Context: an optimization exercise on an open-source flow, tuned for small area and a short achievable clock period. The choices shown serve that exercise and are no tape-out recipe. RTL that was checked went through simulation tests only; none was proved equivalent to the original. No functional check of the RTL was part of runs 1 to 3. No activity file was given, so power comes from the tool's default toggle rates.

==> design.v <==
`default_nettype none
package cpu_pkg;
	localparam int word_width = 16;
	localparam int reg_count = 4;
	localparam int reg_addr_width = 2;
	localparam int dmem_depth = 16;
	localparam int dmem_addr_width = 4;
	localparam logic [3:0] op_adi = 4'd4;
	localparam logic [3:0] op_ori = 4'd5;
	localparam logic [3:0] op_lhi = 4'd6;
	localparam logic [3:0] op_lwd = 4'd7;
	localparam logic [3:0] op_swd = 4'd8;
	localparam logic [3:0] op_rtype = 4'd15;
	localparam logic [5:0] fn_add = 6'd0;
	localparam logic [5:0] fn_sub = 6'd1;
	localparam logic [5:0] fn_and = 6'd2;
	localparam logic [5:0] fn_orr = 6'd3;
	localparam logic [5:0] fn_not = 6'd4;
	localparam logic [5:0] fn_tcp = 6'd5;
	localparam logic [5:0] fn_shl = 6'd6;
	localparam logic [5:0] fn_shr = 6'd7;
	localparam logic [5:0] fn_wwd = 6'd28;
	localparam logic [5:0] fn_hlt = 6'd29;
	typedef struct packed {
		logic inv;
		logic imm_lo;
		logic imm_sx;
		logic imm_hi;
		logic s_sum;
		logic s_or;
		logic s_and;
		logic s_shr;
		logic s_mem;
		logic wr;
		logic sw;
		logic wwd;
		logic hlt;
	} ctrl_t;
endpackage
`default_nettype wire
`default_nettype none
module control (
	input  logic              [15:0] inst,
	input  logic                     ex_wr,
	input  logic              [1:0]  ex_dest,
	output cpu_pkg::ctrl_t           ctrl,
	output logic              [1:0]  dest,
	output logic              [3:0]  rs_oh,
	output logic              [3:0]  rt_oh,
	output logic                     fwd_a,
	output logic                     fwd_b
);
	logic [1:0] rs;
	logic [1:0] rt;
	logic       a_use;
	logic       b_use;
	logic [1:0] b_reg;
	logic       a_hit;
	logic       b_hit;
	assign rs = inst[11:10];
	assign rt = inst[9:8];
	always_comb begin
		ctrl = '0;
		a_use = 1'b1;
		b_use = 1'b0;
		b_reg = rt;
		case (inst[15:12])
			cpu_pkg::op_adi: begin
				ctrl.imm_lo = 1'b1;
				ctrl.imm_sx = 1'b1;
				ctrl.s_sum = 1'b1;
				ctrl.wr = 1'b1;
			end
			cpu_pkg::op_ori: begin
				ctrl.imm_lo = 1'b1;
				ctrl.s_or = 1'b1;
				ctrl.wr = 1'b1;
			end
			cpu_pkg::op_lhi: begin
				ctrl.imm_hi = 1'b1;
				ctrl.s_sum = 1'b1;
				ctrl.wr = 1'b1;
				a_use = 1'b0;
			end
			cpu_pkg::op_lwd: begin
				ctrl.s_mem = 1'b1;
				ctrl.wr = 1'b1;
			end
			cpu_pkg::op_swd: begin
				ctrl.sw = 1'b1;
				b_use = 1'b1;
			end
			cpu_pkg::op_rtype: begin
				b_use = 1'b1;
				ctrl.wr = 1'b1;
				case (inst[5:0])
					cpu_pkg::fn_add: ctrl.s_sum = 1'b1;
					cpu_pkg::fn_sub: begin
						ctrl.inv = 1'b1;
						ctrl.s_sum = 1'b1;
					end
					cpu_pkg::fn_and: ctrl.s_and = 1'b1;
					cpu_pkg::fn_orr: ctrl.s_or = 1'b1;
					cpu_pkg::fn_not: begin
						ctrl.inv = 1'b1;
						ctrl.s_or = 1'b1;
						a_use = 1'b0;
						b_reg = rs;
					end
					cpu_pkg::fn_tcp: begin
						ctrl.inv = 1'b1;
						ctrl.s_sum = 1'b1;
						a_use = 1'b0;
						b_reg = rs;
					end
					cpu_pkg::fn_shl: begin
						ctrl.s_sum = 1'b1;
						b_reg = rs;
					end
					cpu_pkg::fn_shr: ctrl.s_shr = 1'b1;
					cpu_pkg::fn_wwd: begin
						ctrl.wr = 1'b0;
						ctrl.wwd = 1'b1;
						ctrl.s_sum = 1'b1;
						b_use = 1'b0;
					end
					cpu_pkg::fn_hlt: begin
						ctrl.wr = 1'b0;
						ctrl.hlt = 1'b1;
						a_use = 1'b0;
						b_use = 1'b0;
					end
					default: begin
						ctrl.wr = 1'b0;
						a_use = 1'b0;
						b_use = 1'b0;
					end
				endcase
			end
			default: begin
				a_use = 1'b0;
			end
		endcase
	end
	assign a_hit = ex_wr && ex_dest == rs;
	assign b_hit = ex_wr && ex_dest == b_reg;
	assign fwd_a = a_use && a_hit;
	assign fwd_b = b_use && b_hit;
	assign rs_oh = (a_use && !a_hit) ? (4'b0001 << rs) : 4'b0000;
	assign rt_oh = (b_use && !b_hit) ? (4'b0001 << b_reg) : 4'b0000;
	assign dest = (inst[15:12] == cpu_pkg::op_rtype) ? inst[7:6] : inst[9:8];
endmodule
`default_nettype wire
`default_nettype none
module reg_file (
	input  logic        clk,
	input  logic        rst,
	input  logic [3:0]  rs_oh,
	input  logic [3:0]  rt_oh,
	input  logic        fwd_a,
	input  logic        fwd_b,
	input  logic [15:0] imm,
	input  logic [3:0]  off,
	output logic [15:0] rs_data,
	output logic [15:0] rt_data,
	output logic [3:0]  addr,
	input  logic        we,
	input  logic [1:0]  wr_addr,
	input  logic [15:0] wr_data
);
	logic [15:0] regs [4];
	always_ff @(posedge clk) begin
		for (int i = 0; i < 4; i++) begin
			if (rst || (we && wr_addr == 2'(i))) begin
				regs[i] <= rst ? '0 : wr_data;
			end
		end
	end
	logic [3:0] cand [4];
	logic [3:0] cand_fwd;
	assign cand_fwd = wr_data[3:0] + off;
	always_comb begin
		addr = {4{fwd_a}} & cand_fwd;
		for (int i = 0; i < 4; i++) begin
			cand[i] = regs[i][3:0] + off;
			addr = addr | ({4{rs_oh[i]}} & cand[i]);
		end
	end
	always_comb begin
		rs_data = {16{fwd_a}} & wr_data;
		rt_data = ({16{fwd_b}} & wr_data) | imm;
		for (int i = 0; i < 4; i++) begin
			rs_data = rs_data | ({16{rs_oh[i]}} & regs[i]);
			rt_data = rt_data | ({16{rt_oh[i]}} & regs[i]);
		end
	end
endmodule
`default_nettype wire
`default_nettype none
module id_ex_reg (
	input  logic                     clk,
	input  logic                     rst,
	input  logic                     inst_valid,
	input  logic              [15:0] inst,
	input  cpu_pkg::ctrl_t           dec_ctrl,
	input  logic              [1:0]  dec_dest,
	input  logic              [3:0]  dec_rs_oh,
	input  logic              [3:0]  dec_rt_oh,
	input  logic                     dec_fwd_a,
	input  logic                     dec_fwd_b,
	output cpu_pkg::ctrl_t           ex_ctrl,
	output logic              [3:0]  ex_rs_oh,
	output logic              [3:0]  ex_rt_oh,
	output logic                     ex_fwd_a,
	output logic                     ex_fwd_b,
	output logic              [1:0]  ex_dest,
	output logic              [7:0]  ex_imm8
);
	always_ff @(posedge clk) begin
		if (rst || !inst_valid) begin
			ex_ctrl <= '0;
		end else begin
			ex_ctrl <= dec_ctrl;
		end
	end
	always_ff @(posedge clk) begin
		ex_rs_oh <= dec_rs_oh;
		ex_rt_oh <= dec_rt_oh;
		ex_fwd_a <= dec_fwd_a;
		ex_fwd_b <= dec_fwd_b;
		ex_dest <= dec_dest;
		ex_imm8 <= inst[7:0];
	end
endmodule
`default_nettype wire
`default_nettype none
module execute_stage (
	input  logic                     clk,
	input  logic                     rst,
	input  cpu_pkg::ctrl_t           ex_ctrl,
	input  logic              [1:0]  ex_dest,
	input  logic              [7:0]  ex_imm8,
	input  logic              [15:0] a,
	input  logic              [15:0] b,
	input  logic              [3:0]  mem_addr,
	output logic              [15:0] imm,
	output logic                     ex_wr,
	output logic                     wb_valid,
	output logic              [1:0]  wb_reg,
	output logic              [15:0] wb_data,
	output logic                     out_valid,
	output logic              [15:0] out_data,
	output logic                     halted
);
	logic        halted_q;
	logic        wb_valid_q;
	logic        out_valid_q;
	logic [1:0]  wb_reg_q;
	logic [15:0] wb_data_q;
	logic        live;
	logic [15:0] bx;
	logic [16:0] sum_c;
	logic [15:0] sum;
	logic [15:0] mem_rdata;
	logic [15:0] result;
	logic [15:0] dmem [16];
	assign live = !halted_q;
	assign imm[7:0] = ex_ctrl.imm_lo ? ex_imm8 : 8'd0;
	assign imm[15:8] = ex_ctrl.imm_hi ? ex_imm8 : {8{ex_ctrl.imm_sx && ex_imm8[7]}};
	assign bx = ex_ctrl.inv ? ~b : b;
	assign sum_c = {a, 1'b1} + {bx, ex_ctrl.inv};
	assign sum = sum_c[16:1];
	assign mem_rdata = dmem[mem_addr];
	assign result = ({16{ex_ctrl.s_sum}} & sum) |
		({16{ex_ctrl.s_or}} & (a | bx)) |
		({16{ex_ctrl.s_and}} & (a & b)) |
		({16{ex_ctrl.s_shr}} & {a[15], a[15:1]}) |
		({16{ex_ctrl.s_mem}} & mem_rdata);
	assign ex_wr = live && ex_ctrl.wr;
	always_ff @(posedge clk) begin
		for (int i = 0; i < 16; i++) begin
			if (rst || (live && ex_ctrl.sw && mem_addr == 4'(i))) begin
				dmem[i] <= rst ? '0 : b;
			end
		end
	end
	always_ff @(posedge clk) begin
		if (rst) begin
			wb_valid_q <= 1'b0;
			out_valid_q <= 1'b0;
			halted_q <= 1'b0;
		end else begin
			wb_valid_q <= ex_wr;
			out_valid_q <= live && ex_ctrl.wwd;
			halted_q <= halted_q || (live && ex_ctrl.hlt);
		end
	end
	always_ff @(posedge clk) begin
		wb_reg_q <= ex_dest;
		wb_data_q <= result;
	end
	assign wb_valid = wb_valid_q;
	assign wb_reg = wb_reg_q;
	assign wb_data = wb_data_q;
	assign out_valid = out_valid_q;
	assign out_data = wb_data_q;
	assign halted = halted_q;
endmodule
`default_nettype wire
`default_nettype none
module cpu_top (
	input  logic                               clk,
	input  logic                               rst,
	input  logic                               inst_valid,
	input  logic [cpu_pkg::word_width-1:0]     inst,
	output logic                               wb_valid,
	output logic [cpu_pkg::reg_addr_width-1:0] wb_reg,
	output logic [cpu_pkg::word_width-1:0]     wb_data,
	output logic                               out_valid,
	output logic [cpu_pkg::word_width-1:0]     out_data,
	output logic                               halted
);
	cpu_pkg::ctrl_t dec_ctrl;
	logic [1:0]  dec_dest;
	cpu_pkg::ctrl_t ex_ctrl;
	logic [3:0]  ex_rs_oh;
	logic [3:0]  ex_rt_oh;
	logic [1:0]  ex_dest;
	logic [7:0]  ex_imm8;
	logic [15:0] a;
	logic [15:0] b;
	logic        ex_wr;
	logic [3:0]  mem_addr;
	logic        dec_fwd_a;
	logic        dec_fwd_b;
	logic        ex_fwd_a;
	logic        ex_fwd_b;
	logic [15:0] imm;
	logic [3:0]  dec_rs_oh;
	logic [3:0]  dec_rt_oh;
	control u_control (
		.inst (inst),
		.ex_wr (ex_wr),
		.ex_dest (ex_dest),
		.fwd_a (dec_fwd_a),
		.fwd_b (dec_fwd_b),
		.ctrl (dec_ctrl),
		.dest (dec_dest),
		.rs_oh (dec_rs_oh),
		.rt_oh (dec_rt_oh)
	);
	id_ex_reg u_id_ex_reg (
		.clk        (clk),
		.rst        (rst),
		.inst_valid (inst_valid),
		.inst       (inst),
		.dec_ctrl   (dec_ctrl),
		.dec_dest   (dec_dest),
		.dec_rs_oh  (dec_rs_oh),
		.dec_rt_oh  (dec_rt_oh),
		.dec_fwd_a  (dec_fwd_a),
		.dec_fwd_b  (dec_fwd_b),
		.ex_fwd_a   (ex_fwd_a),
		.ex_fwd_b   (ex_fwd_b),
		.ex_ctrl    (ex_ctrl),
		.ex_rs_oh   (ex_rs_oh),
		.ex_rt_oh   (ex_rt_oh),
		.ex_dest    (ex_dest),
		.ex_imm8    (ex_imm8)
	);
	reg_file u_reg_file (
		.clk     (clk),
		.rst     (rst),
		.rs_oh   (ex_rs_oh),
		.rt_oh   (ex_rt_oh),
		.imm     (imm),
		.off     (ex_imm8[3:0]),
		.addr    (mem_addr),
		.fwd_a   (ex_fwd_a),
		.fwd_b   (ex_fwd_b),
		.rs_data (a),
		.rt_data (b),
		.we      (wb_valid),
		.wr_addr (wb_reg),
		.wr_data (wb_data)
	);
	execute_stage u_execute_stage (
		.clk       (clk),
		.rst       (rst),
		.ex_ctrl   (ex_ctrl),
		.ex_dest   (ex_dest),
		.ex_imm8   (ex_imm8),
		.a         (a),
		.b         (b),
		.mem_addr  (mem_addr),
		.imm       (imm),
		.ex_wr     (ex_wr),
		.wb_valid  (wb_valid),
		.wb_reg    (wb_reg),
		.wb_data   (wb_data),
		.out_valid (out_valid),
		.out_data  (out_data),
		.halted    (halted)
	);
endmodule
`default_nettype wire
==> flow/run.sh <==
#!/bin/bash
bash standard.sh ADDER_MAP_FILE= finish > standard.log 2>&1
==> standard.sh <==
#!/bin/bash
# synth_recipe.tcl (not shown) runs the flow's synth.tcl, then flattens the netlist and writes it again
# the make line also repeats each setting of config.mk as NAME=value (left out here)
make -C /OpenROAD-flow-scripts/flow DESIGN_CONFIG=/design/flow/config.mk WORK_HOME=/design/flow/orfs CLKGATE_MAP_FILE= SYNTH_SCRIPT=/design/flow/synth_recipe.tcl "${@:-finish}"
==> config.mk <==
export PLATFORM = sky130hd
export DESIGN_NAME = cpu_top
export DESIGN_NICKNAME = cpu_top
export VERILOG_FILES = /design/flow/design.v
export SDC_FILE = /design/flow/constraint.sdc
export NUM_CORES = 4
export LEC_CHECK = 0
export CAP_MARGIN = 20
export CORE_MARGIN = 2
export CORE_UTILIZATION = 40
export SETUP_SLACK_MARGIN = 2.2
export SLEW_MARGIN = 20
==> constraint.sdc <==
create_clock -name core_clock -period 5.5 [get_ports {clk}]
set_input_delay 1.1000 -clock core_clock [delete_from_list [all_inputs] [get_ports {clk}]]
set_output_delay 1.1000 -clock core_clock [all_outputs]
set_load 0.01 [all_outputs]
==> results of run 1 <==
routing by layer:
metal  up-vias  global-route usage [%]
li1       5511                       -
met1      6452                    34.8
met2       749                    37.5
met3       107                    4.62
met4         0                    6.65
met5         -                       0
cell usage in the layout, fill, tap and decap left out, types with 13 or more instances in the layout:
master           instances
mux2i_1                 19
a31oi_1                 13
buf_6                   15
nand4_1                 21
clkdlybuf4s50_1         54
nor3_1                  13
nand3_1                 33
o21ai_0                 45
xnor2_1                 58
inv_1                   16
xor2_1                  18
nand2_1                110
dfxtp_1                 37
buf_4                   96
a222oi_1                22
nor2_1                  64
a221oi_1                15
and3_1                  14
a21oi_1                 45
edfxtp_1               320
clkbuf_16               43
nor2b_1                 26
a22oi_1                 86
kinds of logic after synthesis:
group / after synthesis
buffers and inverters: 115
and+or+nand+nor: 362
xor gates and xnor gates: 79
muxes: 25
DFF: 374
adders and majority gates: 3
AOI/OAI and AO/OA: 388
through the flow:
| step | cell area [sq um] | util, % | instances | hold slack (ns) |
|---|---|---|---|---|
| floorplan | 16900 | - | 1346 | 0.408 |
| global placement | 18100 | 43.2 | 1897 | 0.422 |
| detailed placement | 18100 | 43.2 | 1897 | 0.431 |
| CTS | 19900 | 47.7 | 1997 | 0.447 |
| global route | 20500 | 49.2 | 2031 | 0.466 |
| finish | 20500 | 49.2 | 2031 | 0.445 |
registers in the layout, summed over array words and instances (netlist names):
signal / count
u_id_ex_reg.ex_rs_oh: 4
u_execute_stage.dmem: 256
u_id_ex_reg.ex_fwd_b: 1
u_id_ex_reg.ex_fwd_a: 1
u_execute_stage.out_valid_q: 1
u_id_ex_reg.ex_ctrl: 13
u_id_ex_reg.ex_imm8: 8
u_execute_stage.halted_q: 1
u_execute_stage.wb_reg_q: 2
u_reg_file.regs: 64
u_id_ex_reg.ex_rt_oh: 4
u_execute_stage.wb_valid_q: 1
u_execute_stage.wb_data_q: 16
u_id_ex_reg.ex_dest: 2
area by class of cell:
class,instances,area (sq um),share of cell area (%)
well taps,539,674,3.28
flip-flops and latches,374,10700,52.2
repair buffers,172,1540,7.50
clock inverters,23,130,0.633
inverters,17,63.8,0.311
clock buffers,49,1120,5.44
multi-input cells,857,6290,30.6
worst paths after layout:
| path | from | endpoint |
|---|---|---|
| setup / recovery | u_execute_stage.wb_data_q[0] | u_execute_stage.wb_data_q[12] |
| hold / removal | u_id_ex_reg.ex_ctrl[0] | u_execute_stage.halted_q |
| setup reg to reg | u_execute_stage.wb_data_q[0] | u_execute_stage.wb_data_q[12] |
| hold reg to reg | u_id_ex_reg.ex_ctrl[0] | u_execute_stage.halted_q |
worst min-delay path, delay by kind of cell (launching register included):
family | cells | cell delay (ns)
simple gates | 2 | 0.10
flops | 1 | 0.31
repair_timing:
item / in CTS / in global routing
setup endpoints to repair: 272 / 175
buffers inserted: 28 / 34
pin swaps: 22 / 40
resized for setup: 103 / 79
hold endpoints to repair: 0 / 0
cloned: 0 / 0
power breakdown:
part	internal [mW]	switching [mW]
combinational	0.231	0.404
sequential	3.19	0.0716
clock	1.45	1.13
total	4.87	1.60
cells in the mapped netlist, types with 7 or more instances:
cell and instances:
o21ai_0 51, o221ai_1 11, edfxtp_1 320, nand3_1 37
and4_1 8, mux2i_1 22, nand2b_1 9, and3_1 15
nor3_1 20, clkbuf_1 40, xor2_1 18, o31ai_1 7
xnor2_1 61, a21oi_1 50, nand2_1 115, nor2_1 69
dfxtp_1 54, and2_1 7, a211oi_1 7, nor2b_1 28
inv_1 16, a222oi_1 22, a221oi_1 28, nand4_1 21
a22o_1 12, o211ai_1 10, buf_2 30, a31oi_1 19
buf_1 7, a21o_1 18, buf_4 18, a22oi_1 92
==> out/qor.csv, run 1 <==
metric,value,unit
drc,0,
cp-end-kind,register,
synth_fa_ha_area_share,0.208,%
synth.area.mux_share,1.51,%
ys_types,75,
grt_pass1_vias,12000,
start_util,40.4,%
routabilityCongestion,0.938,
cts_tree,done,
synth_top_family_by_area,compound AO/OA/AOI/OAI gates,
dp_hpwl,36500,um
dr_total_vias,12800,
fillerInstances,3624,
cp.arrival,3.81,ns
ant_nets,0,
viasPerCell,6.31,
clkTransAtPathRegs,0.06,ns
critical-path-slowest-cell,dfxtp_2,
drt-met1-wl,22600,um
yosys_most_used_dff,edfxtp_1,
cts_root_buf,clkbuf_16,
path_delay_family,compound AO/OA/AOI/OAI gates,
syn_area,16900,sq um
grt_pass1_wl,78900,um
power_density,315,nW/um^2
cts_sinks,374,
cp.required,5.90,ns
ctsHoldBuffers,0,
io_pins,56,
synth-simple-area-share,10.7,%
synthArstFlopShare,0,%
ys_ff_latch,374,
hold_depth,2,
syn-num-nets,1365,
tightest_slew,1.23,ns
num_rows,75,
core_area,41800,sq um
crit_cells,11,
clk_path_buf_depth,3,
crit_chain,"a21oi_1, o31ai_1, xnor2_1, a22oi_1, and4_4, buf_4, nor3_4, a222oi_1, o21ai_0, nor3_1, o22ai_1",
crit_type,reg2reg,
skew,0.0197,ns
wl_met2,24600,um
cap_violations,0,
reg2reg_slack,2.10,ns
drt-initial-drc-count,1498,
nets,1481,
dr_wl_met3,5270,um
cp_max_fo,15,
drive_gt1_share,21.6,%
finalWorstSetupSlack,2.10,ns
cp_num_buf_inv,1,
setup_viol,0,
synth_top_area_share,57.0,%
synthXorXnorAreaFrac,4.10,%
leakagePower,7.33,nW
fmax,294,MHz
finalPower,6.47,mW
yosysSeqAreaShare,63.4,%
r2r_cells,11,
synth.avg_cell_area,12.5,sq um
hp-class,reg2reg,
wire_per_inst,26.6,um
grt_max_degree,36,
synth_area_leaders,"edfxtp_1, dfxtp_1, a22oi_1",
firstDrtPassIters,7,
synth_compound_area_share,16.8,%
dieHeight,209,um
insertion_delay,0.56,ns
wl,54000,um
period_minus_slack,3.40,ns
rsz0062_at_grt,true,
status,finished clean,
htreeDepth,2,
hold_violations,0,
period_share,61.9,%
max_stage_delay,0.47,ns
dieWidth,209,um
io_buffers,55,
overflow,0,
antenna_found_initial,0,
fp.dieArea,43800,sq um
syn_inst,1346,
worst_slew_margin_rel,17.5,%
finalMaxSlewViolations,0,
ir_drop,0.000198,V
grtUsageTotal,24.2,%
highest_layer,met4,
synthToLayoutAreaGrowth,21.8,%
antenna_cells,0,
ys.warnings.count,7,
synth_edf_count,320,
setup-tns-final,0,ns
cts_buffers,40,
synth_top_cell_by_area,edfxtp_1,
startpoint_type,register,
post-place-ws,1.23,ns
==> run 2, diff against run 1 <==
==> flow/run.sh (replaced) <==
#!/bin/bash
bash standard.sh ADDER_MAP_FILE= "BUFFER_PORTS_ARGS=-buffer_cell sky130_fd_sc_hd__buf_4" finish > standard.log 2>&1
==> out/qor.csv, run 2 <==
metric,value,unit,change
status,finished clean,,unchanged
cp_max_fo,6,,was 15
grt_pass1_wl,78800,um,"was 78,900 um"
placed_area,17800,sq um,"was 18,100 sq um"
clkTransAtPathRegs,0.06,ns,about the same
io_buffers,55,,unchanged
rsz0062_at_grt,true,,unchanged
dieHeight,209,um,unchanged
critical-path-slowest-cell,edfxtp_1,,was dfxtp_2
cap_violations,0,,unchanged
crit_type,reg2reg,,unchanged
viasPerCell,6.30,,was 6.31
cp.required,5.91,ns,was 5.90 ns
startpoint_type,register,,unchanged
reg2reg_from,u_reg_file.regs[2][1],,was u_execute_stage.wb_data_q[0]
max_stage_delay,0.49,ns,was 0.47 ns
setup-tns-final,0,ns,unchanged
final_util,49.3,%,was 49.2%
clk_path_buf_depth,3,,unchanged
leakagePower,7.45,nW,was 7.33 nW
fillerInstances,3552,,"was 3,624"
wl,54400,um,"was 54,000 um"
firstDrtPassIters,8,,was 7
synth_area_leaders,"edfxtp_1, dfxtp_1, a22oi_1",,unchanged
synth_top_area_share,57.0,%,unchanged
cp-end-kind,register,,unchanged
setup_viol,0,,unchanged
synth_edf_count,320,,unchanged
stdcell_count,2027,,"was 2,031"
ir_drop,0.000233,V,was 0.000198 V
synth_top_cell_by_area,edfxtp_1,,unchanged
ctsHoldBuffers,0,,unchanged
core_area,41800,sq um,unchanged
overflow,0,,unchanged
dieWidth,209,um,unchanged
syn_inst,1346,,unchanged
ys_ff_latch,374,,unchanged
skew,0.0127,ns,was 0.0197 ns
yosys_most_used_dff,edfxtp_1,,unchanged
dp_hpwl,35400,um,"was 36,500 um"
drt-initial-drc-count,1743,,"was 1,498"
htreeDepth,2,,unchanged
cp.arrival,3.77,ns,was 3.81 ns
ys_types,75,,unchanged
grt_pass1_vias,12100,,was 12.0k
antenna_found_initial,0,,unchanged
ys.warnings.count,7,,unchanged
worstHoldStart,u_id_ex_reg.ex_ctrl[0],,unchanged
yosysMostFrequentCell,edfxtp_1,,unchanged
period_minus_slack,3.36,ns,was 3.40 ns
period_share,61.2,%,was 61.9%
antenna_cells,0,,unchanged
mostFrequentLayoutCells,"edfxtp_1, buf_4, nand2_1, a22oi_1, nor2_1",,"was edfxtp_1, nand2_1, buf_4, a22oi_1, nor2_1"
io_pins,56,,unchanged
routabilityCongestion,0.877,,was 0.938
power_density,317,nW/um^2,was 315 nW/um^2
crit_chain,"buf_6, a21oi_2, nor2_1, xnor2_1, a221o_1, nor2b_4, buf_12, mux2_2, a32o_2, a221oi_4, nand4_1, o221ai_2, o2111ai_2",,"was a21oi_1, o31ai_1, xnor2_1, a22oi_1, and4_4, buf_4, nor3_4, a222oi_1, o21ai_0, nor3_1, o22ai_1"
reg2reg_slack,2.14,ns,was 2.10 ns
synth.top_cells.by_count,"edfxtp_1, nand2_1, a22oi_1",,unchanged
r2r-end,u_execute_stage.wb_data_q[2],,was u_execute_stage.wb_data_q[12]
drive_gt1_share,25.8,%,was 21.6%
holdPathEnd,u_execute_stage.halted_q,,unchanged
synthArstFlopShare,0,%,unchanged
regMostFlops,u_execute_stage.dmem,,unchanged
tightest_slew,1.09,ns,was 1.23 ns
drc,0,,unchanged
cts_buffers,40,,unchanged
fp.dieArea,43800,sq um,unchanged
syn-num-nets,1365,,unchanged
dpl.cell_count,1884,,"was 1,897"
largest_register_ff_count,256,,unchanged
mostFrequentLayoutCell,edfxtp_1,,unchanged
hold_depth,2,,unchanged
cts_sinks,374,,unchanged
hold_violations,0,,unchanged
num_rows,75,,unchanged
top_regs,"u_execute_stage.dmem: 256 flops, u_reg_file.regs: 64 flops, u_execute_stage.wb_data_q: 16 flops",,unchanged
cts_tree,done,,unchanged
dr_total_vias,12800,,about the same
finalMaxSlewViolations,0,,unchanged
syn_area,16900,sq um,unchanged
worst_slew_margin_rel,26.7,%,was 17.5%
nets,1477,,"was 1,481"
yosysSeqAreaShare,63.4,%,unchanged
synth.avg_cell_area,12.5,sq um,unchanged
wire_per_inst,26.8,um,was 26.6 um
r2r_cells,13,,was 11
fmax,297,MHz,was 294 MHz
hp-class,reg2reg,,unchanged
final_cell_area,20600,sq um,"was 20,500 sq um"
grtUsageTotal,24.1,%,was 24.2%
cts_root_buf,clkbuf_16,,unchanged
grt_max_degree,57,,was 36
insertion_delay,0.55,ns,was 0.56 ns
ant_nets,0,,unchanged
start_util,40.4,%,unchanged
synthToLayoutAreaGrowth,22.0,%,was 21.8%
## run 2: area by class of cell
class                           instances  area, sq um  area share, %
Sequential cell                       374        10800           52.2
Timing Repair Buffer                  167         1460           7.08
Inverter                               17         63.8          0.310
Multi-Input combinational cell        858         6360           30.9
Tap cell                              539          674           3.28
Clock inverter                         26          209           1.02
Clock buffer                           46         1070           5.18
## run 2: cells by family (layout without fill, tap and decap cells)
family	count (synthesis)	in the layout	synth area share, %
AOI/OAI and AO/OA	388	388	16.8
DFF	374	374	63.4
and+or+nand+nor	362	363	10.7
buffers and inverters	115	256	3.32
xor gates and xnor gates	79	79	4.10
muxes	25	25	1.51
adders and majority gates	3	3	0.208
## run 2: worst max path at each step
stage                                 start                            to  slack (ns)  cells past startpoint
finish                u_reg_file.regs[2][1]  u_execute_stage.wb_data_q[2]        2.14                     13
global route          u_reg_file.regs[2][0]  u_execute_stage.wb_data_q[0]        2.07                     13
CTS                   u_reg_file.regs[3][1]  u_execute_stage.wb_data_q[3]        2.06                     14
detailed placement   u_id_ex_reg.ex_imm8[0]   u_execute_stage.dmem[11][7]        0.77                      8
global placement    u_id_ex_reg.ex_rs_oh[2]   u_execute_stage.dmem[11][7]        0.82                      6
floorplan            u_id_ex_reg.ex_imm8[2]   u_execute_stage.dmem[14][0]        2.45                     10
## run 2: layer usage
layer / routed length, um / track usage, %
met1: 22700 / 34.1
met2: 25400 / 38.1
met3: 4460 / 2.92
met4: 1870 / 8.84
met5: 0 / 0
## run 2: per-stage QoR
step,setup slack (ns),hold slack [ns],power (mW)
after floorplan,2.45,0.408,3.61
after global placement,0.817,0.420,3.81
after detailed placement,0.774,0.425,3.82
after CTS,2.06,0.439,6.47
after global routing,2.07,0.472,6.68
final,2.14,0.436,6.52
## run 2: where the power goes
| part | switching (mW) | internal, mW | total (mW) |
|---|---|---|---|
| registers | 0.0689 | 3.18 | 3.25 |
| clock network | 1.13 | 1.49 | 2.62 |
| logic | 0.408 | 0.235 | 0.642 |
| total | 1.61 | 4.91 | 6.52 |
## run 2: timing repair
| item | in CTS | in global routing |
|---|---|---|
| gates cloned | 1 | 1 |
| setup endpoints to repair | 272 | 135 |
| endpoints found under the hold margin | 0 | 0 |
| pin swaps | 21 | 51 |
| gates resized for setup | 106 | 91 |
| buffers inserted | 33 | 35 |
## run 2: critical path, delay by kind of cell, from the launching register on
| kind | cells | cell delay [ns] |
|---|---|---|
| AO/OA/AOI/OAI | 6 | 1.48 |
| flip-flops | 1 | 0.49 |
| AND/OR/NAND/NOR | 3 | 0.47 |
| multiplexers | 1 | 0.34 |
| buffers and inverters | 2 | 0.31 |
| XOR/XNOR | 1 | 0.13 |
==> run 3, diff against run 2 <==
--- a/design.v
+++ b/design.v
@@ -162,6 +162,4 @@
 	input  logic [15:0] imm,
-	input  logic [3:0]  off,
 	output logic [15:0] rs_data,
 	output logic [15:0] rt_data,
-	output logic [3:0]  addr,
 	input  logic        we,
@@ -178,12 +176,2 @@
 	end
-	logic [3:0] cand [4];
-	logic [3:0] cand_fwd;
-	assign cand_fwd = wr_data[3:0] + off;
-	always_comb begin
-		addr = {4{fwd_a}} & cand_fwd;
-		for (int i = 0; i < 4; i++) begin
-			cand[i] = regs[i][3:0] + off;
-			addr = addr | ({4{rs_oh[i]}} & cand[i]);
-		end
-	end
 	always_comb begin
@@ -244,3 +232,2 @@
 	input  logic              [15:0] b,
-	input  logic              [3:0]  mem_addr,
 	output logic              [15:0] imm,
@@ -263,2 +250,3 @@
 	logic [15:0] sum;
+	logic [3:0]  mem_addr;
 	logic [15:0] mem_rdata;
@@ -272,2 +260,3 @@
 	assign sum = sum_c[16:1];
+	assign mem_addr = a[3:0] + ex_imm8[3:0];
 	assign mem_rdata = dmem[mem_addr];
@@ -332,3 +321,2 @@
 	logic        ex_wr;
-	logic [3:0]  mem_addr;
 	logic        dec_fwd_a;
@@ -376,4 +364,2 @@
 		.imm     (imm),
-		.off     (ex_imm8[3:0]),
-		.addr    (mem_addr),
 		.fwd_a   (ex_fwd_a),
@@ -394,3 +380,2 @@
 		.b         (b),
-		.mem_addr  (mem_addr),
 		.imm       (imm),
==> flow/run.sh (replaced) <==
#!/bin/bash
bash standard.sh ADDER_MAP_FILE= finish > standard.log 2>&1
==> out/qor.csv, run 3 <==
metric,value,unit,change
status,finished clean,,unchanged
grt_max_degree,38,,was 57
cts_buffers,39,,was 40
largest_register_ff_count,256,,unchanged
cp_max_fo,9,,was 6
viasPerCell,6.17,,was 6.30
cap_violations,0,,unchanged
yosys_most_used_dff,edfxtp_1,,unchanged
dpl.cell_count,1700,,"was 1,884"
wire_per_inst,26.0,um,was 26.8 um
syn_inst,1182,,"was 1,346"
busiest_layer,met2,,unchanged
worst_slew_margin_rel,12.9,%,was 26.7%
met3_usage,3.27,%,was 2.92%
crit_type,reg2reg,,unchanged
io_pins,56,,unchanged
num_rows,73,,was 75
hold_depth,2,,unchanged
grt_pass1_wl,71400,um,"was 78,800 um"
hp-class,reg2reg,,unchanged
startpoint,u_reg_file.regs[1][0],,was u_reg_file.regs[2][1]
leakagePower,6.78,nW,was 7.45 nW
syn_area,16000,sq um,"was 16,900 sq um"
power_density,318,nW/um^2,was 317 nW/um^2
dieHeight,204,um,was 209 um
synth.avg_cell_area,13.6,sq um,was 12.5 sq um
synth.top_cells.by_count,"edfxtp_1, a22oi_1, nand2_1",,"was edfxtp_1, nand2_1, a22oi_1"
drt-initial-drc-count,1707,,"was 1,743"
htreeDepth,2,,unchanged
cp-end-kind,register,,unchanged
dp_hpwl,30400,um,"was 35,400 um"
synthArstFlopShare,0,%,unchanged
global_route.usage.met2,36.0,%,was 38.1%
routabilityCongestion,0.843,,was 0.877
period_share,69.4,%,was 61.2%
yosysSeqAreaShare,66.7,%,was 63.4%
top_regs,"u_execute_stage.dmem: 256 flops, u_reg_file.regs: 64 flops, u_execute_stage.wb_data_q: 16 flops",,unchanged
clkTransAtPathRegs,0.06,ns,about the same
post-place-ws,1.14,ns,was 0.774 ns
ys.warnings.count,6,,was 7
reg2reg_from,u_reg_file.regs[1][0],,was u_reg_file.regs[2][1]
ant_nets,0,,unchanged
grt_pass1_vias,10900,,was 12.1k
setup-tns-final,0,ns,unchanged
ys_ff_latch,374,,unchanged
rsz0062_at_grt,true,,unchanged
drc,0,,unchanged
critPathCapture,u_execute_stage.wb_data_q[5],,was u_execute_stage.wb_data_q[2]
r2r-end,u_execute_stage.wb_data_q[5],,was u_execute_stage.wb_data_q[2]
grtUsageMet1,32.5,%,was 34.1%
cts_sinks,374,,unchanged
skew,0.0266,ns,was 0.0127 ns
overflow,0,,unchanged
cts_root_buf,clkbuf_16,,unchanged
clk_path_buf_depth,3,,unchanged
antenna_cells,0,,unchanged
finalWorstSetupSlack,1.68,ns,was 2.14 ns
nets,1312,,"was 1,477"
ys_types,66,,was 75
final_cell_area,19600,sq um,"was 20,600 sq um"
stdcell_count,1849,,"was 2,027"
synth_top_area_share,60.0,%,was 57.0%
startpoint_type,register,,unchanged
dr_total_vias,11400,,was 12.8k
mostFrequentLayoutCells,"edfxtp_1, a22oi_1, nand2_1, buf_4, clkdlybuf4s50_1",,"was edfxtp_1, buf_4, nand2_1, a22oi_1, nor2_1"
antenna_found_initial,0,,unchanged
insertion_delay,0.56,ns,was 0.55 ns
period_minus_slack,3.82,ns,was 3.36 ns
cp.arrival,4.23,ns,was 3.77 ns
synth_area_leaders,"edfxtp_1, dfxtp_1, a22oi_1",,unchanged
drive_gt1_share,21.8,%,was 25.8%
dieWidth,204,um,was 209 um
mostFrequentLayoutCell,edfxtp_1,,unchanged
fp.dieArea,41700,sq um,"was 43,800 sq um"
core_area,39600,sq um,"was 41,800 sq um"
io_buffers,55,,unchanged
grtUsageTotal,22.9,%,was 24.1%
start_util,40.4,%,about the same
placed_area,17000,sq um,"was 17,800 sq um"
cp.required,5.92,ns,was 5.91 ns
tightest_slew,1.30,ns,was 1.09 ns
cts_tree,done,,unchanged
synth_edf_count,320,,unchanged
firstDrtPassIters,8,,unchanged
hold_violations,0,,unchanged
reg2reg_slack,1.68,ns,was 2.14 ns
synth_top_cell_by_area,edfxtp_1,,unchanged
syn-num-nets,1201,,"was 1,365"
regMostFlops,u_execute_stage.dmem,,unchanged
setup_viol,0,,unchanged
finalMaxSlewViolations,0,,unchanged
yosysMostFrequentCell,edfxtp_1,,unchanged
final_util,49.4,%,was 49.3%
r2r_cells,12,,was 13
synthToLayoutAreaGrowth,22.3,%,was 22.0%
wl,48000,um,"was 54,400 um"
fmax,262,MHz,was 297 MHz
ir_drop,0.000278,V,was 0.000233 V
-- run 3: cell types whose count changed after synthesis, moves of 15 or more --
| cell | before | now |
|---|---|---|
| nand2_1 | 115 | 89 |
| mux2i_1 | 22 | 6 |
| nor2_1 | 69 | 47 |
| o21ai_0 | 51 | 26 |
| a21oi_1 | 50 | 21 |
| xnor2_1 | 61 | 42 |
| xor2_1 | 18 | 3 |
-- run 3: cells by family (layout without fill, tap and decap cells) --
family / count (synthesis) / after routing / synth area share [%]
xor gates and xnor gates: 45 / 45 / 2.46
adders and majority gates: 10 / 10 / 0.633
AOI/OAI and AO/OA: 347 / 348 / 17.1
buffers and inverters: 105 / 245 / 3.06
and+or+nand+nor: 286 / 287 / 8.92
DFF: 374 / 374 / 66.7
muxes: 15 / 15 / 1.12
-- run 3: worst min-delay path by stage --
stage	from	end	slack (ns)
after global routing	u_id_ex_reg.ex_ctrl[0]	u_execute_stage.halted_q	0.45
after CTS	u_id_ex_reg.ex_ctrl[0]	u_execute_stage.halted_q	0.44
after global placement	u_id_ex_reg.ex_ctrl[0]	u_execute_stage.halted_q	0.42
final	u_id_ex_reg.ex_ctrl[0]	u_execute_stage.halted_q	0.44
after detailed placement	u_id_ex_reg.ex_ctrl[0]	u_execute_stage.halted_q	0.42
after floorplan	u_id_ex_reg.ex_ctrl[0]	u_execute_stage.halted_q	0.41
-- run 3: final cells by class --
cell class	count	area [sq um]
Fill cell	3385	20000
Tap cell	525	657
Sequential cell	374	10700
Timing Repair Buffer	157	1470
Inverter	16	60.1
Clock inverter	19	131
Multi-Input combinational cell	705	5500
Clock buffer	53	1070
-- run 3: what timing repair did --
item	4_1_cts	5_1_grt
setup buffers	57	18
resized for setup	116	33
gates cloned	1	1
hold buffers	0	0
pin swaps	62	30
endpoints found under the hold margin	0	0
setup endpoints to repair	270	258
-- run 3: metal layers --
layer | routed length [um] | vias to the layer above
li1 | - | 4968
met1 | 20400 | 5733
met2 | 22300 | 606
met3 | 3710 | 93
met4 | 1590 | 0
met5 | 0 | -
-- run 3: report_power, final --
| group | switching, mW | internal, mW |
|---|---|---|
| Sequential | 0.0632 | 3.19 |
| Clock | 1.10 | 1.38 |
| Combinational | 0.319 | 0.187 |
-- run 3: through the flow --
stage	power, mW	hold slack (ns)
finish	6.23	0.439
floorplan	3.52	0.411
detailed placement	3.69	0.425
global placement	3.68	0.417
CTS	6.24	0.445
global route	6.42	0.454
-- run 3: worst max-delay path, cell delays in order (launching register included) --
cell	delay (ns)
edfxtp_1	0.42
a222oi_1	0.52
a31oi_2	0.23
maj3_4	0.44
buf_4	0.17
mux2i_4	0.24
buf_6	0.16
a21oi_4	0.11
buf_4	0.21
a222oi_1	0.57
nand4_1	0.29
o221ai_2	0.22
nand3_1	0.10
==> run 4, diff against run 3 <==
--- a/design.v
+++ b/design.v
@@ -162,2 +162,5 @@
 	input  logic [15:0] imm,
+	input  logic [1:0]  dec_rs,
+	input  logic [3:0]  dec_off,
+	output logic [3:0]  dec_addr,
 	output logic [15:0] rs_data,
@@ -176,2 +179,5 @@
 	end
+	logic [3:0] dec_rs_low;
+	assign dec_rs_low = (we && wr_addr == dec_rs) ? wr_data[3:0] : regs[dec_rs][3:0];
+	assign dec_addr = dec_rs_low + dec_off;
 	always_comb begin
@@ -198,2 +204,3 @@
 	input  logic                     dec_fwd_b,
+	input  logic              [3:0]  dec_addr,
 	output cpu_pkg::ctrl_t           ex_ctrl,
@@ -204,3 +211,4 @@
 	output logic              [1:0]  ex_dest,
-	output logic              [7:0]  ex_imm8
+	output logic              [7:0]  ex_imm8,
+	output logic              [3:0]  ex_addr
 );
@@ -220,2 +228,3 @@
 		ex_imm8 <= inst[7:0];
+		ex_addr <= dec_addr;
 	end
@@ -232,2 +241,4 @@
 	input  logic              [15:0] b,
+	input  logic                     fwd_a,
+	input  logic              [3:0]  ex_addr,
 	output logic              [15:0] imm,
@@ -260,3 +271,3 @@
 	assign sum = sum_c[16:1];
-	assign mem_addr = a[3:0] + ex_imm8[3:0];
+	assign mem_addr = fwd_a ? (wb_data_q[3:0] + ex_imm8[3:0]) : ex_addr;
 	assign mem_rdata = dmem[mem_addr];
@@ -321,2 +332,4 @@
 	logic        ex_wr;
+	logic [3:0]  dec_addr;
+	logic [3:0]  ex_addr;
 	logic        dec_fwd_a;
@@ -350,2 +363,4 @@
 		.dec_fwd_b  (dec_fwd_b),
+		.dec_addr   (dec_addr),
+		.ex_addr    (ex_addr),
 		.ex_fwd_a   (ex_fwd_a),
@@ -364,2 +379,5 @@
 		.imm     (imm),
+		.dec_rs  (inst[11:10]),
+		.dec_off (inst[3:0]),
+		.dec_addr (dec_addr),
 		.fwd_a   (ex_fwd_a),
@@ -380,2 +398,4 @@
 		.b         (b),
+		.fwd_a     (ex_fwd_a),
+		.ex_addr   (ex_addr),
 		.imm       (imm),
==> flow/run.sh (replaced) <==
#!/bin/bash
bash standard.sh ADDER_MAP_FILE= "BUFFER_PORTS_ARGS=-buffer_cell sky130_fd_sc_hd__buf_4" finish > standard.log 2>&1
==> out/qor.csv, run 4 <==
metric,value,unit,change
synth.avg_cell_area,12.4,sq um,was 13.6 sq um
cts_buffers,41,,was 39
synth_edf_count,320,,unchanged
cts_tree,done,,unchanged
status,finished clean,,unchanged
crit_chain,"a31oi_4, a2bb2oi_1, or4_4, and3_4, buf_4, mux2_2, a222oi_1, nand4_1, a21o_1, a31o_1",,"was a222oi_1, a31oi_2, maj3_4, buf_4, mux2i_4, buf_6, a21oi_4, buf_4, a222oi_1, nand4_1, o221ai_2, nand3_1"
post-place-ws,1.51,ns,was 1.14 ns
synth_top_area_share,55.4,%,was 60.0%
skew,0.0201,ns,was 0.0266 ns
yosys_most_used_dff,edfxtp_1,,unchanged
top_regs,"u_execute_stage.dmem: 256 flops, u_reg_file.regs: 64 flops, u_execute_stage.wb_data_q: 16 flops",,unchanged
cap_violations,0,,unchanged
ys_types,82,,was 66
firstDrtPassIters,8,,unchanged
fmax,305,MHz,was 262 MHz
start_util,40.4,%,about the same
wl,57400,um,"was 48,000 um"
cp-end-kind,register,,unchanged
routabilityCongestion,0.921,,was 0.843
startpoint_type,register,,unchanged
synth_top_cell_by_area,edfxtp_1,,unchanged
final_util,46.8,%,was 49.4%
cts_root_buf,clkbuf_16,,unchanged
yosysMostFrequentCell,edfxtp_1,,unchanged
ctsHoldBuffers,0,,unchanged
finalWorstSetupSlack,2.23,ns,was 1.68 ns
io_pins,56,,unchanged
ys_ff_latch,378,,was 374
setup-tns-final,0,ns,unchanged
hp-class,reg2reg,,unchanged
wire_per_inst,27.9,um,was 26.0 um
drt-initial-drc-count,2124,,"was 1,707"
syn_inst,1400,,"was 1,182"
drc,0,,unchanged
stdcell_count,2060,,"was 1,849"
mostFrequentLayoutCells,"edfxtp_1, nand2_1, buf_4, a22oi_1, nor2_1",,"was edfxtp_1, a22oi_1, nand2_1, buf_4, clkdlybuf4s50_1"
synth_area_leaders,"edfxtp_1, dfxtp_1, a22oi_1",,unchanged
dr_total_vias,12900,,was 11.4k
antenna_cells,0,,unchanged
clk_path_buf_depth,3,,unchanged
grt_max_degree,58,,was 38
critical-path-slowest-cell,or4_4,,was a222oi_1
setup_viol,0,,unchanged
rsz0062_at_grt,true,,unchanged
finalMaxSlewViolations,0,,unchanged
clkTransAtPathRegs,0.07,ns,was 0.06 ns
period_minus_slack,3.27,ns,was 3.82 ns
syn_area,17300,sq um,"was 16,000 sq um"
nets,1464,,"was 1,312"
fillerInstances,3815,,"was 3,385"
final_cell_area,20100,sq um,"was 19,600 sq um"
period_share,59.5,%,was 69.4%
finalHoldWorstSlack,0.439,ns,about the same
placed_area,18300,sq um,"was 17,000 sq um"
viasPerCell,6.28,,was 6.17
crit_type,reg2reg,,unchanged
synthToLayoutAreaGrowth,15.6,%,was 22.3%
ys.warnings.count,6,,unchanged
hold_violations,0,,unchanged
cp.arrival,3.72,ns,was 4.23 ns
io_buffers,55,,unchanged
tightest_slew,1.15,ns,was 1.30 ns
yosysSeqAreaShare,62.1,%,was 66.7%
dieHeight,212,um,was 204 um
drive_gt1_share,18.4,%,was 21.8%
fp.dieArea,45000,sq um,"was 41,700 sq um"
dpl.cell_count,1968,,"was 1,700"
synth.top_cells.by_count,"edfxtp_1, nand2_1, a22oi_1",,"was edfxtp_1, a22oi_1, nand2_1"
mostFrequentLayoutCell,edfxtp_1,,unchanged
insertion_delay,0.57,ns,was 0.56 ns
largest_register_ff_count,256,,unchanged
grt_pass1_vias,12400,,was 10.9k
htreeDepth,2,,unchanged
ir_drop,0.000226,V,was 0.000278 V
grt_pass1_wl,82900,um,"was 71,400 um"
max_stage_delay,0.60,ns,was 0.57 ns
worst_slew_margin_rel,23.1,%,was 12.9%
grtUsageTotal,25.2,%,was 22.9%
ant_nets,0,,unchanged
power_density,345,nW/um^2,was 318 nW/um^2
finalPower,6.92,mW,was 6.23 mW
leakagePower,7.06,nW,was 6.78 nW
regMostFlops,u_execute_stage.dmem,,unchanged
antenna_found_initial,0,,unchanged
num_rows,76,,was 73
syn-num-nets,1419,,"was 1,201"
core_area,42900,sq um,"was 39,600 sq um"
cp_max_fo,13,,was 9
synthArstFlopShare,0,%,unchanged
dieWidth,212,um,was 204 um
cts_sinks,378,,was 374
overflow,0,,unchanged
cp.required,5.95,ns,was 5.92 ns
dp_hpwl,37700,um,"was 30,400 um"
## run 4: kinds of logic (layout without fill, tap and decap cells)
| family | after synthesis | in the layout | synth area share [%] |
|---|---|---|---|
| AO/OA/AOI/OAI | 403 | 404 | 17.1 |
| AND/OR/NAND/NOR | 389 | 391 | 11.1 |
| flip-flops | 378 | 378 | 62.1 |
| buffers and inverters | 119 | 191 | 3.18 |
| XOR/XNOR | 55 | 55 | 2.78 |
| multiplexers | 46 | 46 | 3.10 |
| adder cells (fa/ha/maj) | 10 | 10 | 0.577 |
## run 4: where the power goes
group | total (mW) | switching (mW) | internal (mW)
Sequential | 3.30 | 0.0764 | 3.22
Clock | 2.73 | 1.16 | 1.57
Combinational | 0.893 | 0.605 | 0.288
Total | 6.92 | 1.84 | 5.08
## run 4: metal layers
metal / up-vias / share of wire (%) / GRT usage [%]
met3: 129 / 10 / 4.56
met4: 0 / 3.8 / 9.31
met5: - / 0 / 0
met2: 814 / 46 / 40.0
li1: 5603 / - / -
met1: 6399 / 40 / 34.7
## run 4: repair_timing
item	in CTS	in global routing
gates cloned	2	1
pin swaps	3	6
endpoints found under the setup margin	247	104
resized for setup	34	35
buffers inserted	3	12
## run 4: critical path: cells and delay by family (launching register included)
| kind | cells | cell delay [ns] |
|---|---|---|
| compound gates | 5 | 1.17 |
| mux | 1 | 0.26 |
| flops | 1 | 0.43 |
| simple gates | 3 | 1.12 |
| buf+inv | 1 | 0.17 |
## run 4: final timing paths
check / startpoint / end / slack (ns) / depth (start not counted)
max reg2reg: u_execute_stage.wb_data_q[0] / u_execute_stage.wb_data_q[14] / 2.23 / 10
min: u_id_ex_reg.ex_ctrl[0] / u_execute_stage.halted_q / 0.44 / 2
min reg2reg: u_id_ex_reg.ex_ctrl[0] / u_execute_stage.halted_q / 0.44 / 2
max: u_execute_stage.wb_data_q[0] / u_execute_stage.wb_data_q[14] / 2.23 / 10
## run 4: area by class of cell
type	count	area, sq um	area share (%)
tap	585	732	3.65
inverter	11	45.0	0.225
multi-input combinational	906	6310	31.5
timing repair buffer	107	836	4.17
sequential	378	10800	53.9
clock buffer	53	1100	5.50
clock inverter	20	218	1.09
==> run 5, diff against run 4 <==
--- a/config.mk
+++ b/config.mk
@@ -10,2 +10,3 @@
 export CORE_UTILIZATION = 40
+export CTS_BUF_LIST = sky130_fd_sc_hd__clkbuf_4 sky130_fd_sc_hd__clkbuf_8
 export SETUP_SLACK_MARGIN = 2.2
==> out/qor.csv, run 5 <==
metric,value,unit,change
status,finished clean,,unchanged
overflow,0,,unchanged
startpoint_type,register,,unchanged
htreeDepth,2,,unchanged
grt_pass1_vias,12700,,was 12.4k
synth_compound_area_share,17.1,%,unchanged
crit_type,reg2reg,,unchanged
period_share,59.8,%,was 59.5%
ir_drop,0.000183,V,was 0.000226 V
period_minus_slack,3.29,ns,was 3.27 ns
synth_edf_count,320,,unchanged
nets,1485,,"was 1,464"
fmax,304,MHz,was 305 MHz
core_area,42900,sq um,unchanged
power_density,332,nW/um^2,was 345 nW/um^2
synthToLayoutAreaGrowth,15.2,%,was 15.6%
wl,58000,um,"was 57,400 um"
ys.warnings.count,6,,unchanged
cts_root_buf,clkbuf_8,,was clkbuf_16
syn_area,17300,sq um,unchanged
stdcell_count,2100,,"was 2,060"
ys_types,82,,unchanged
synth.area.mux_share,3.10,%,unchanged
fillerInstances,3859,,"was 3,815"
grt_pass1_wl,84000,um,"was 82,900 um"
io_buffers,55,,unchanged
cp_max_fo,16,,was 13
dr_total_vias,13100,,was 12.9k
hp-class,reg2reg,,unchanged
num_rows,76,,unchanged
finalMaxSlewViolations,0,,unchanged
io_pins,56,,unchanged
wire_per_inst,27.6,um,was 27.9 um
mostFrequentLayoutCells,"edfxtp_1, nand2_1, buf_4, a22oi_1",,"was edfxtp_1, nand2_1, buf_4, a22oi_1, nor2_1"
ant_nets,0,,unchanged
synth_top_cell_by_area,edfxtp_1,,unchanged
clkTransAtPathRegs,0.06,ns,was 0.07 ns
synth.avg_cell_area,12.4,sq um,unchanged
ys_ff_latch,378,,unchanged
drc,0,,unchanged
synth_top_family_by_area,compound AO/OA/AOI/OAI gates,,unchanged
cts_sinks,378,,unchanged
drt-initial-drc-count,1970,,"was 2,124"
cts_tree,done,,unchanged
syn-num-nets,1419,,unchanged
worst_slew_margin_rel,30.8,%,was 23.1%
setup_viol,0,,unchanged
rsz0062_at_grt,true,,unchanged
r2r_cells,6,,was 10
grtUsageTotal,25.5,%,was 25.2%
antenna_found_initial,0,,unchanged
dpl.cell_count,1968,,unchanged
hold_depth,2,,unchanged
synth-simple-area-share,11.1,%,unchanged
largest_register_ff_count,256,,unchanged
dieHeight,212,um,unchanged
skew,0.0383,ns,was 0.0201 ns
mostFrequentLayoutCell,edfxtp_1,,unchanged
firstDrtPassIters,9,,was 8
regMostFlops,u_execute_stage.dmem,,unchanged
cp.required,5.76,ns,was 5.95 ns
synthXorXnorAreaFrac,2.78,%,unchanged
hold_violations,0,,unchanged
synth_fa_ha_area_share,0.577,%,unchanged
tightest_slew,1.03,ns,was 1.15 ns
synth_area_leaders,"edfxtp_1, dfxtp_1, a22oi_1",,unchanged
routabilityCongestion,0.921,,unchanged
cp-end-kind,register,,unchanged
fp.dieArea,45000,sq um,unchanged
insertion_delay,0.67,ns,was 0.57 ns
dieWidth,212,um,unchanged
syn_inst,1400,,unchanged
synth.top_cells.by_count,"edfxtp_1, nand2_1, a22oi_1",,unchanged
start_util,40.4,%,unchanged
cts_buffers,61,,was 41
cap_violations,0,,unchanged
dp_hpwl,37700,um,unchanged
antenna_cells,0,,unchanged
synth_top_area_share,55.4,%,unchanged
leakagePower,7.10,nW,was 7.06 nW
top_regs,"u_execute_stage.dmem: 256 flops, u_reg_file.regs: 64 flops, u_execute_stage.wb_data_q: 16 flops",,unchanged
viasPerCell,6.26,,was 6.28
drive_gt1_share,20.8,%,was 18.4%
cp.arrival,3.55,ns,was 3.72 ns
setup-tns-final,0,ns,unchanged
ctsHoldBuffers,0,,unchanged
yosysSeqAreaShare,62.1,%,unchanged
yosysMostFrequentCell,edfxtp_1,,unchanged
yosys_most_used_dff,edfxtp_1,,unchanged
clk_path_buf_depth,3,,unchanged
grt_max_degree,58,,unchanged
synthArstFlopShare,0,%,unchanged
[run 5: cell counts after synthesis]
Identical to the previous run, type by type.
[run 5: stage by stage]
stage	hold WS, ns	total power, mW	worst slack [ns]	cell area (sq um)	utilization [%]
finish	0.429	6.63	2.21	20000	46.6
CTS	0.432	6.60	2.19	19700	45.9
detailed placement	0.424	4.16	1.51	18300	42.7
global placement	0.422	4.16	1.64	18300	42.7
global route	0.469	6.83	2.19	20000	46.6
floorplan	0.411	3.83	2.26	17300	-
[run 5: critical path: stages, from the launching register on]
cell	delay (ns)
dfxtp_2	0.44
a31oi_4	0.15
o21a_2	0.37
o31a_4	0.48
a311oi_2	0.29
buf_4	0.33
a21o_1	0.85
[run 5: path summary, 6_finish.rpt]
check                          from                            to  slack [ns]
min reg2reg  u_id_ex_reg.ex_ctrl[0]      u_execute_stage.halted_q        0.43
max          u_id_ex_reg.ex_imm8[0]  u_execute_stage.dmem[14][14]        2.21
min          u_id_ex_reg.ex_ctrl[0]      u_execute_stage.halted_q        0.43
max reg2reg  u_id_ex_reg.ex_imm8[0]  u_execute_stage.dmem[14][14]        2.21
[run 5: metal layers]
layer  wire length (um)  vias to the layer above  global-route usage [%]
met5                  0                        -                       0
met4               2350                        0                    10.0
met3               5670                      142                    4.70
met2              26700                      855                    40.4
met1              23300                     6490                    34.9
li1                   -                     5656                       -
[run 5: power by group]
group          switching (mW)  internal, mW
Clock                    1.15          1.28
Combinational           0.606         0.287
Sequential             0.0766          3.22
[run 5: kinds of logic after synthesis]
kind of cell | after synthesis
XOR/XNOR | 55
flip-flops | 378
AND/OR/NAND/NOR | 389
adder cells (fa/ha/maj) | 10
multiplexers | 46
buffers and inverters | 119
AO/OA/AOI/OAI | 403
[run 5: layout make-up]
cell class | instances | area [sq um] | share of cell area, %
clock buffers | 81 | 1000 | 5.02
well taps | 585 | 732 | 3.66
repair buffers | 108 | 838 | 4.20
inverters | 11 | 45.0 | 0.225
multi-input cells | 906 | 6350 | 31.8
flip-flops and latches | 378 | 10800 | 54.1
clock inverters | 31 | 205 | 1.03
[run 5: what timing repair did]
item	CTS	global route
setup buffers	3	13
endpoints found under the setup margin	250	91
pin swaps	3	6
gates resized for setup	34	40
cloned	2	1
==> run 6, diff against run 5 <==
--- a/config.mk
+++ b/config.mk
@@ -11,3 +11,3 @@
 export CTS_BUF_LIST = sky130_fd_sc_hd__clkbuf_4 sky130_fd_sc_hd__clkbuf_8
-export SETUP_SLACK_MARGIN = 2.2
+export SETUP_SLACK_MARGIN = 2.6
 export SLEW_MARGIN = 20
==> out/qor.csv, run 6 <==
metric,value,unit,change
status,finished clean,,unchanged
start_util,40.4,%,unchanged
clkPwrFrac,36.7,%,about the same
tightest_slew,0.895,ns,was 1.03 ns
routabilityCongestion,0.892,,was 0.921
io_pins,56,,unchanged
cp.required,6.02,ns,was 5.76 ns
period_share,55.9,%,was 59.8%
path_delay_family,compound AO/OA/AOI/OAI gates,,unchanged
synth_area_leaders,"edfxtp_1, dfxtp_1, a22oi_1",,unchanged
syn_area,17300,sq um,unchanged
ys_ff_latch,378,,unchanged
core_area,42900,sq um,unchanged
switchingPower,1.90,mW,was 1.83 mW
startpoint_type,register,,unchanged
top_regs,"u_execute_stage.dmem: 256 flops, u_reg_file.regs: 64 flops, u_execute_stage.wb_data_q: 16 flops",,unchanged
critical-path-slowest-cell,or4_4,,was a21o_1
overflow,0,,unchanged
cp_common_cell,buf_4,,
regMostFlops,u_execute_stage.dmem,,unchanged
wl,59700,um,"was 58,000 um"
htreeDepth,3,,was 2
nets,1558,,"was 1,485"
cp.arrival,3.60,ns,was 3.55 ns
synth_top_area_share,55.4,%,unchanged
yosysSeqAreaShare,62.1,%,unchanged
synth.top_cells.by_count,"edfxtp_1, nand2_1, a22oi_1",,unchanged
setup_viol,0,,unchanged
cp_max_fo,11,,was 16
synth_top_cell_by_area,edfxtp_1,,unchanged
drive_gt1_share,29.9,%,was 20.8%
fmax,325,MHz,was 304 MHz
grt_pass1_wl,86000,um,"was 84,000 um"
num_rows,76,,unchanged
finalMaxSlewViolations,0,,unchanged
dieHeight,212,um,unchanged
drt-initial-drc-count,1981,,"was 1,970"
grt_pass1_vias,12900,,was 12.7k
hold_violations,0,,unchanged
mostFrequentLayoutCells,"edfxtp_1, buf_4, nand2_1, a22oi_1, clkbuf_8",,"was edfxtp_1, nand2_1, buf_4, a22oi_1"
firstDrtPassIters,6,,was 9
seqPwrFrac,47.7,%,was 49.8%
synthArstFlopShare,0,%,unchanged
yosys_most_used_dff,edfxtp_1,,unchanged
largest_register_ff_count,256,,unchanged
crit_chain,"clkinv_4, or4_4, buf_4, a31oi_1, buf_4, o2bb2ai_1, nand2_1, o21ai_0, o221ai_1, o211ai_1",,"was a31oi_4, o21a_2, o31a_4, a311oi_2, buf_4, a21o_1"
drc,0,,unchanged
cts_sinks,378,,unchanged
worst_slew_margin_rel,40.2,%,was 30.8%
dr_total_vias,13600,,was 13.1k
dp_hpwl,36400,um,"was 37,700 um"
ctsHoldBuffers,0,,unchanged
insertion_delay,0.63,ns,was 0.67 ns
clk_path_buf_depth,3,,unchanged
hp-class,reg2reg,,unchanged
max_stage_delay,0.62,ns,was 0.85 ns
ant_nets,0,,unchanged
io_buffers,55,,unchanged
finalWorstSetupSlack,2.43,ns,was 2.21 ns
grt_max_degree,58,,unchanged
cp-end-kind,register,,unchanged
power_density,325,nW/um^2,was 332 nW/um^2
grtUsageTotal,26.2,%,was 25.5%
fp.dieArea,45000,sq um,unchanged
syn-num-nets,1419,,unchanged
wire_per_inst,27.5,um,was 27.6 um
clkTransAtPathRegs,0.06,ns,about the same
cts_tree,done,,unchanged
rsz0062_at_grt,true,,unchanged
viasPerCell,6.25,,was 6.26
cts_root_buf,clkbuf_8,,unchanged
ys_types,82,,unchanged
setup-tns-final,0,ns,unchanged
antenna_cells,0,,unchanged
crit_type,reg2reg,,unchanged
ys.warnings.count,6,,unchanged
synth_edf_count,320,,unchanged
dieWidth,212,um,unchanged
antenna_found_initial,1,,was 0
period_minus_slack,3.07,ns,was 3.29 ns
synthToLayoutAreaGrowth,22.3,%,was 15.2%
switching_share,27.6,%,was 27.7%
internal_power,4.99,mW,was 4.79 mW
yosysMostFrequentCell,edfxtp_1,,unchanged
cap_violations,0,,unchanged
power_frac_comb,15.6,%,was 13.5%
leakagePower,7.63,nW,was 7.10 nW
synth.avg_cell_area,12.4,sq um,unchanged
post-place-ws,1.40,ns,was 1.51 ns
skew,0.0360,ns,was 0.0383 ns
cts_buffers,66,,was 61
syn_inst,1400,,unchanged
mostFrequentLayoutCell,edfxtp_1,,unchanged
cp_num_buf_inv,3,,was 1
ir_drop,0.000154,V,was 0.000183 V
-- run 6: cell counts after synthesis --
Identical to the previous run, type by type.
-- run 6: per-stage QoR --
stage / hold WS, ns / instance area [sq um] / total power [mW] / instances / utilization (%)
finish: 0.445 / 21200 / 6.89 / 2172 / 49.4
global route: 0.473 / 21200 / 7.10 / 2172 / 49.4
CTS: 0.452 / 20400 / 6.82 / 2127 / 47.6
detailed placement: 0.434 / 18300 / 4.17 / 1963 / 42.8
global placement: 0.430 / 18300 / 4.16 / 1962 / 42.7
floorplan: 0.411 / 17400 / 3.83 / 1400 / -
-- run 6: cell families after synthesis --
group | share of synthesized area, %
AOI/OAI and AO/OA | 17.1
xor gates and xnor gates | 2.78
adders and majority gates | 0.577
buffers and inverters | 3.18
DFF | 62.1
muxes | 3.10
and+or+nand+nor | 11.1
-- run 6: worst paths after layout --
| kind | from | end | slack, ns | cells past startpoint |
|---|---|---|---|---|
| max reg2reg | u_id_ex_reg.ex_fwd_a | u_execute_stage.wb_data_q[6] | 2.43 | 10 |
| min reg2reg | u_id_ex_reg.ex_ctrl[0] | u_execute_stage.halted_q | 0.45 | 2 |
| max | u_id_ex_reg.ex_fwd_a | u_execute_stage.wb_data_q[6] | 2.43 | 10 |
| min | u_id_ex_reg.ex_ctrl[0] | u_execute_stage.halted_q | 0.45 | 2 |
-- run 6: layout make-up --
type / count / area (sq um)
fillers: 3733 / 21700
flip-flops and latches: 378 / 10800
multi-input cells: 909 / 6830
repair buffers: 173 / 1480
clock buffers: 94 / 1140
well taps: 585 / 732
clock inverters: 22 / 133
inverters: 11 / 46.3
-- run 6: power by group through the flow --
stage               Clock [mW]  Combinational, mW  Sequential, mW
detailed placement           0              0.819            3.35
floorplan                    0              0.511            3.32
finish                    2.53               1.07            3.29
CTS                       2.56              0.969            3.29
global route              2.69               1.11            3.30
global placement             0              0.814            3.35
-- run 6: worst min-delay path, cell delays in order, from the launching register on --
cell and delay [ns]:
dfxtp_1 0.31, nor2_1 0.03, nor2_1 0.06
-- run 6: what timing repair did --
action	CTS	global route
pin swaps	29	49
setup endpoints to repair	272	91
buffers inserted	42	42
gates resized for setup	113	83
cloned	6	3
-- run 6: metal layers --
| metal | vias to the layer above | GRT usage [%] | part of all wire [%] |
|---|---|---|---|
| met5 | - | 0 | 0 |
| met4 | 0 | 11.4 | 4.7 |
| met3 | 166 | 4.83 | 10 |
| met2 | 897 | 42.3 | 46 |
| met1 | 6680 | 34.8 | 39 |
| li1 | 5823 | - | - |
==> run 7, diff against run 6 <==
--- a/config.mk
+++ b/config.mk
@@ -10,4 +10,6 @@
 export CORE_UTILIZATION = 40
-export CTS_BUF_LIST = sky130_fd_sc_hd__clkbuf_4 sky130_fd_sc_hd__clkbuf_8
-export SETUP_SLACK_MARGIN = 2.6
+export CTS_BUF_LIST = sky130_fd_sc_hd__clkbuf_8
+export CTS_CLUSTER_DIAMETER = 50
+export CTS_CLUSTER_SIZE = 20
+export SETUP_SLACK_MARGIN = 2.2
 export SLEW_MARGIN = 20
==> out/qor.csv, run 7 <==
metric,value,unit,change
status,finished clean,,unchanged
cts_root_buf,clkbuf_8,,unchanged
cp-end-kind,register,,unchanged
grt_pass1_vias,12400,,was 12.9k
reg2reg_slack,2.19,ns,was 2.43 ns
ys_types,82,,unchanged
synth.top_cells.by_count,"edfxtp_1, nand2_1, a22oi_1",,unchanged
r2r_cells,7,,was 10
clkTransAtPathRegs,0.10,ns,was 0.06 ns
wire_per_inst,27.8,um,was 27.5 um
internal_power,4.39,mW,was 4.99 mW
dieHeight,212,um,unchanged
setup_viol,0,,unchanged
layout.area.seq,10800,sq um,about the same
insertion_delay,0.64,ns,was 0.63 ns
crit_type,reg2reg,,unchanged
htreeDepth,2,,was 3
regMostFlops,u_execute_stage.dmem,,unchanged
finalPower,6.22,mW,was 6.89 mW
cp.required,5.77,ns,was 6.02 ns
synth_area_leaders,"edfxtp_1, dfxtp_1, a22oi_1",,unchanged
r2r-end,u_execute_stage.dmem[10][15],,was u_execute_stage.wb_data_q[6]
overflow,0,,unchanged
skew,0.0504,ns,was 0.0360 ns
hold_violations,0,,unchanged
rsz0062_at_grt,true,,unchanged
worst_slew_margin_rel,21.7,%,was 40.2%
wl,57400,um,"was 59,700 um"
cap_violations,0,,unchanged
yosysMostFrequentCell,edfxtp_1,,unchanged
io_pins,56,,unchanged
synth_top_cell_by_area,edfxtp_1,,unchanged
tightest_slew,1.17,ns,was 0.895 ns
hp-class,reg2reg,,unchanged
dpl.cell_count,1968,,"was 1,963"
synth_top_area_share,55.4,%,unchanged
syn_area,17300,sq um,unchanged
seqPwrFrac,53.0,%,was 47.7%
synthArstFlopShare,0,%,unchanged
grt_pass1_wl,82700,um,"was 86,000 um"
cts_sinks,378,,unchanged
grt_max_degree,58,,unchanged
synthToLayoutAreaGrowth,13.5,%,was 22.3%
core_area,42900,sq um,unchanged
syn_inst,1400,,unchanged
viasPerCell,6.34,,was 6.25
startpoint_type,register,,unchanged
switching_share,29.4,%,was 27.6%
reg2reg_from,u_execute_stage.wb_data_q[0],,was u_id_ex_reg.ex_fwd_a
-- run 7: power groups by stage --
stage          Sequential (mW)  Clock (mW)  Combinational, mW
2_1_floorplan             3.32           0              0.509
3_3_place_gp              3.36           0              0.800
4_1_cts                   3.29        2.05              0.839
3_5_place_dp              3.36           0              0.808
6_report                  3.29        2.02              0.906
5_1_grt                   3.30        2.15              0.946
-- run 7: what timing repair did --
item / in CTS / in global routing
setup endpoints to repair: 256 / 87
endpoints found under the hold margin: 0 / 0
pin swaps: 3 / 8
cloned: 2 / 1
hold buffers: 0 / 0
resized for setup: 37 / 34
buffers inserted: 3 / 18
-- run 7: logic make-up (layout without fill, tap and decap cells) --
family	after synthesis	count (layout)	share of synthesized area, %
AO/OA/AOI/OAI	403	404	17.1
adder cells (fa/ha/maj)	10	10	0.577
AND/OR/NAND/NOR	389	391	11.1
flip-flops	378	378	62.1
XOR/XNOR	55	55	2.78
multiplexers	46	46	3.10
buffers and inverters	119	192	3.18
-- run 7: layout make-up --
cell class,instances,area share [%]
Clock buffer,39,2.73
Inverter,11,0.229
Clock inverter,29,1.73
Timing Repair Buffer,113,4.58
Tap cell,585,3.72
Sequential cell,378,54.9
Multi-Input combinational cell,906,32.1
-- run 7: through the flow --
| step | hold WS (ns) | worst slack (ns) | cell area [sq um] |
|---|---|---|---|
| global route | 0.462 | 2.15 | 19700 |
| global placement | 0.422 | 1.64 | 18300 |
| finish | 0.446 | 2.19 | 19700 |
| CTS | 0.448 | 2.18 | 19300 |
| floorplan | 0.411 | 2.26 | 17300 |
| detailed placement | 0.424 | 1.51 | 18300 |
-- run 7: worst max-delay path, cell delays in order (launching register included) --
cell	delay, ns
dfxtp_4	0.44
a31oi_4	0.14
a2bb2oi_1	0.18
or4_4	0.65
and3_4	0.30
buf_4	0.17
nor3_4	0.55
a21o_2	0.52
-- run 7: per-layer routing --
layer	global-route usage (%)	share of wire [%]
met1	34.5	40
met2	39.7	46
met3	4.49	10
met4	10.1	4.1
met5	0	0
-- run 7: worst max path at each step --
stage	startpoint	end	slack (ns)	depth (start not counted)
final	u_execute_stage.wb_data_q[0]	u_execute_stage.dmem[10][15]	2.19	7
after global routing	u_execute_stage.wb_data_q[1]	u_execute_stage.wb_data_q[10]	2.15	10
after CTS	u_id_ex_reg.ex_imm8[1]	u_execute_stage.wb_data_q[2]	2.18	10
after detailed placement	u_execute_stage.wb_data_q[0]	u_execute_stage.dmem[3][0]	1.51	6
after global placement	u_execute_stage.wb_data_q[0]	u_execute_stage.dmem[1][12]	1.64	7
after floorplan	inst[10]	u_id_ex_reg.ex_addr[3]	2.26	6

Check on run 7: ideal ports give 2.192 ns setup slack; a clkbuf_16 on the clock port and buf_2 on the inputs give 2.192 ns; moving port delays by the midpoint clock arrival (0.666 ns) as well gives 2.192 ns.
